This is an optimization exercise on Yosys and OpenROAD, whose aim is small area, a short achievable clock period and few clock cycles per item, not a production implementation. In this exercise RTL edits were held to simulation tests only and were not proved equivalent to the original. Power figures rest on the tool's default switching activity, not on a simulated workload.

==> module mcm_pipe, before the edit <==
module mcm_pipe (
    input  logic         clk,
    input  logic         rst,
    input  logic         in_valid,
    output logic         in_ready,
    input  logic [31:0]  in_x,
    input  logic [4:0]   in_frac,
    input  logic         in_mode,
    output logic         out_valid,
    input  logic         out_ready,
    output logic [255:0] out_y
);
    localparam int unsigned NB = 54;
    logic                    sk_valid;
    logic [31:0]             sk_x;
    logic [5:0]              sk_idx;
    logic                    s1_valid;
    logic                    s2_valid;
    logic                    s1_load;
    logic                    s2_load;
    logic [31:0]             src_x;
    logic [5:0]              src_idx;
    logic [31:0]             x_q;
    logic [mcm_pkg::CW-1:0]  c_q;
    logic [mcm_pkg::CW-1:0]  c_qn;    
    logic [63:0]             y_c [4];
    logic [NB-1:0]           r_q [4];
    assign in_ready  = !sk_valid;
    assign s2_load   = !s2_valid || out_ready;
    assign s1_load   = !s1_valid || s2_load;
    assign out_valid = s2_valid;
    assign src_x     = sk_valid ? sk_x   : in_x;
    assign src_idx   = sk_valid ? sk_idx : {in_mode, in_frac};
    always_ff @(posedge clk) begin
        if (rst) begin
            sk_valid <= 1'b0;
            s1_valid <= 1'b0;
            s2_valid <= 1'b0;
        end else begin
            if (sk_valid) begin
                if (s1_load) sk_valid <= 1'b0;
            end else begin
                if (!s1_load) sk_valid <= in_valid;
            end
            if (s1_load) s1_valid <= sk_valid || in_valid;
            if (s2_load) s2_valid <= s1_valid;
        end
    end
    always_ff @(posedge clk) begin
        if (!sk_valid) begin
            sk_x   <= in_x;
            sk_idx <= {in_mode, in_frac};
        end
    end
    always_ff @(posedge clk) begin
        if (s1_load) begin
            x_q <= src_x;
            c_q <= mcm_pkg::coef_row(src_idx);
            c_qn <= ~mcm_pkg::coef_row(src_idx);
        end
    end
    for (genvar ch = 0; ch < 4; ch++) begin : g_lane
        mcm_lane #(.CW(mcm_pkg::CW)) u_lane (.x(x_q[ch*8 +: 8]), .c((ch < 2) ? c_q : ~c_qn), .y(y_c[ch]));
        always_ff @(posedge clk) begin
            if (s2_load) r_q[ch] <= {y_c[ch][60:48], y_c[ch][45:32], y_c[ch][29:16], y_c[ch][12:0]};
        end
        assign out_y[ch*64 +: 64] = {{{3{r_q[ch][53]}}, r_q[ch][53:41]}, {2'd0, r_q[ch][40:27]}, {2'd0, r_q[ch][26:13]}, {{3{r_q[ch][12]}}, r_q[ch][12:0]}};
    end
endmodule
Settings: LEC_CHECK=0, CAP_MARGIN=20, CORE_MARGIN=2, CORE_UTILIZATION=40, SETUP_SLACK_MARGIN=5, SLEW_MARGIN=20; clock period 10.0 ns.
standard.sh (not shown) runs the stock make flow with config.mk's settings and CLKGATE_MAP_FILE= SYNTH_SCRIPT=/design/flow/synth_recipe.tcl, a recipe that flattens the netlist after the stock synthesis.
==> flow/flow/run.sh <==
#!/bin/bash
set -euo pipefail
cd "$(dirname "$0")/.."
export BUFFER_PORTS_ARGS="-buffer_cell sky130_fd_sc_hd__buf_2"
bash standard.sh > standard_flow.log 2>&1
Testbench counts at the start, summed over its fixed seeds: cycles 9,616, items 9,600.
Rerun with:
--- a/flow/design.v
+++ b/flow/design.v
@@ -721,7 +721,6 @@
     logic [5:0]              src_idx;
     logic [31:0]             x_q;
     logic [mcm_pkg::CW-1:0]  c_q;
-    logic [mcm_pkg::CW-1:0]  c_qn;    
     logic [63:0]             y_c [4];
     logic [NB-1:0]           r_q [4];
     assign in_ready  = !sk_valid;
@@ -755,11 +754,10 @@
         if (s1_load) begin
             x_q <= src_x;
             c_q <= mcm_pkg::coef_row(src_idx);
-            c_qn <= ~mcm_pkg::coef_row(src_idx);
         end
     end
     for (genvar ch = 0; ch < 4; ch++) begin : g_lane
-        mcm_lane #(.CW(mcm_pkg::CW)) u_lane (.x(x_q[ch*8 +: 8]), .c((ch < 2) ? c_q : ~c_qn), .y(y_c[ch]));
+        mcm_lane #(.CW(mcm_pkg::CW)) u_lane (.x(x_q[ch*8 +: 8]), .c(c_q), .y(y_c[ch]));
         always_ff @(posedge clk) begin
             if (s2_load) r_q[ch] <= {y_c[ch][60:48], y_c[ch][45:32], y_c[ch][29:16], y_c[ch][12:0]};
         end
Core utilization rose by 0.12 points.
Synthesized area came out lower by 1.7%.
Setup slack improved by 0.55 ns.
Worst hold slack barely changes.
Maximum frequency increases by 13%.
Via count rose by 0.80%.
Wire length drops by 3.2%.
Clock-buffer cell count stays the same.
Final cell count went down by 1.2%.
Sequential share of layout area decreases by 2.4 points.
Critical path depth goes up by 1.
Flip-flop and latch count went down by 32.
Combinational power rises by 8.0%.
Total power climbs by 0.81%.
Testbench counts after the change, summed over its fixed seeds: cycles 9,616, items 9,600.

========
mcm_pipe, a different RTL version from the one above (not shown whole).
Size in the first run: roughly 2800 cells after synthesis, roughly 65 flip-flops, roughly 300 I/O pins.
clock: 10.0 ns
lec_check: 0
cap_margin: 20
core_margin: 2
core_utilization: 40
setup_slack_margin: 3.5
slew_margin: 20
Scripts as last shown in full above: flow/flow/run.sh
Testbench counts at the start, summed over its fixed seeds: cycles 9,608, items 9,600.
Rerun with:
--- a/flow/design.v
+++ b/flow/design.v
@@ -441,17 +441,17 @@
     assign n60 = n43 ^ n44 ^ n29;
     assign n61 = (n43 & n44) | (n29 & (n43 ^ n44));
     assign n62 = n45 ^ n46 ^ 1'b1;
     assign n63 = (n45 & n46) | (1'b1 & (n45 ^ n46));
     assign n64 = n47 ^ n24 ^ n31;
     assign n65 = (n47 & n24) | (n31 & (n47 ^ n24));
     wire [12:0] n66 = {1'b1, n33, n65, n63, n61, n59, n57, n55, n53, n51, n49, n48, n1};
     wire [12:0] n67 = {1'b0, 1'b1, n32, n64, n62, n60, n58, n56, n54, n52, n50, 1'b1, 1'b0};
-    wire [12:0] n68 = n66 + n67 + 13'd1;
+    wire [12:0] n68 = ~((~n66) + (~n67) + 13'd0);
     assign y[15:0] = {{3{n68[12]}}, n68};
     assign n69 = (c[5] & x[0]);
     assign n70 = (c[5] & x[1]) | (c[6] & x[0]);
     assign n71 = (c[5] & x[2]) | (c[6] & x[1]);
     assign n72 = (c[5] & x[3]) | (c[6] & x[2]);
     assign n73 = (c[5] & x[4]) | (c[6] & x[3]);
     assign n74 = (c[5] & x[5]) | (c[6] & x[4]);
     assign n75 = (c[5] & x[6]) | (c[6] & x[5]);
@@ -530,17 +530,17 @@
     assign n148 = n127 ^ n128 ^ 1'b1;
     assign n149 = (n127 & n128) | (1'b1 & (n127 ^ n128));
     assign n150 = n129 ^ n76;
     assign n151 = n129 & n76;
     assign n152 = n77 ^ 1'b1;
     assign n153 = n77 & 1'b1;
     wire [13:0] n154 = {n151, n149, n147, n145, n143, n141, n139, n137, n135, n133, n131, n130, n79, n78};
     wire [13:0] n155 = {n152, n150, n148, n146, n144, n142, n140, n138, n136, n134, n132, 1'b1, n99, n98};
-    wire [13:0] n156 = n154 + n155 + 14'd1;
+    wire [13:0] n156 = ~((~n154) + (~n155) + 14'd0);
     assign y[31:16] = {2'd0, n156};
     assign n157 = (c[16] & x[0]);
     assign n158 = (c[16] & x[1]) | (c[17] & x[0]);
     assign n159 = (c[16] & x[2]) | (c[17] & x[1]);
     assign n160 = (c[16] & x[3]) | (c[17] & x[2]);
     assign n161 = (c[16] & x[4]) | (c[17] & x[3]);
     assign n162 = (c[16] & x[5]) | (c[17] & x[4]);
     assign n163 = (c[16] & x[6]) | (c[17] & x[5]);
@@ -619,17 +619,17 @@
     assign n236 = n215 ^ n216 ^ 1'b1;
     assign n237 = (n215 & n216) | (1'b1 & (n215 ^ n216));
     assign n238 = n217 ^ n164;
     assign n239 = n217 & n164;
     assign n240 = n165 ^ 1'b1;
     assign n241 = n165 & 1'b1;
     wire [13:0] n242 = {n239, n237, n235, n233, n231, n229, n227, n225, n223, n221, n219, n218, n167, n166};
     wire [13:0] n243 = {n240, n238, n236, n234, n232, n230, n228, n226, n224, n222, n220, 1'b1, n187, n186};
-    wire [13:0] n244 = n242 + n243 + 14'd1;
+    wire [13:0] n244 = ~((~n242) + (~n243) + 14'd0);
     assign y[47:32] = {2'd0, n244};
     assign n245 = ~((c[27] & x[0]));
     assign n246 = ~((c[27] & x[1]));
     assign n247 = ~((c[27] & x[2]));
     assign n248 = ~((c[27] & x[3]));
     assign n249 = ~((c[27] & x[4]));
     assign n250 = ~((c[27] & x[5]));
     assign n251 = ~((c[27] & x[6]));
@@ -688,17 +688,17 @@
     assign n304 = n287 ^ n288 ^ n273;
     assign n305 = (n287 & n288) | (n273 & (n287 ^ n288));
     assign n306 = n289 ^ n290 ^ 1'b1;
     assign n307 = (n289 & n290) | (1'b1 & (n289 ^ n290));
     assign n308 = n291 ^ n268 ^ n275;
     assign n309 = (n291 & n268) | (n275 & (n291 ^ n268));
     wire [12:0] n310 = {1'b1, n277, n309, n307, n305, n303, n301, n299, n297, n295, n293, n292, n245};
     wire [12:0] n311 = {1'b0, 1'b1, n276, n308, n306, n304, n302, n300, n298, n296, n294, 1'b1, 1'b0};
-    wire [12:0] n312 = n310 + n311 + 13'd1;
+    wire [12:0] n312 = ~((~n310) + (~n311) + 13'd0);
     assign y[63:48] = {{3{n312[12]}}, n312};
 endmodule
 import mcm_pkg::*;
 module mcm_pipe (
     input  logic         clk,
     input  logic         rst,
     input  logic         in_valid,
     output logic         in_ready,
Wire length increases by about 3.6%. Final cell count barely changes. Non-clock buffer count went down by 9. Clock skew rose by 0.010 ns. Area after synthesis rises by 1.5%. Via count rises by about 1.6%. Worst setup slack gets better by 0.036 ns. Power rises by 2.1%. Worst hold slack is better by 0.37 ns. Fmax increases by 0.57%.
Testbench counts after the change, summed over its fixed seeds: cycles 9,608, items 9,600.

## afterwards: timing with drivers on the ports
Ports are ideal in the flow. The routed layouts listed here were re-timed in OpenROAD.
Step 1 assumes that a clkbuf_16 drives the clock port and a buf_2 every other input.
Step 2 adds t to the input delays and takes it off the output delays; t is the mean of the earliest and latest rising clock arrival at the registers after step 1. Input paths then give back, and output paths get back, about the clock's delay inside the block.
a / b / c = no drivers / after step 1 / after step 2; a / b = the first two.
run	t (ns)	setup WS [ns]	cell pins on the clock port's net
the first run of note 1	0.637	5.249 / 5.249 / 5.249	1
the second run of note 1	0.633	5.802 / 5.802 / 5.499	1
the first run of note 2	0.422	3.657 / 3.608 / 4.030	1
the second run of note 2	0.423	3.693 / 3.638 / 4.061	1
After both steps every run listed still meets setup and hold. For the second run of note 1, which loses most, drivers alone change the setup slack by 0.000 ns; drivers and shift together by -0.303 ns.
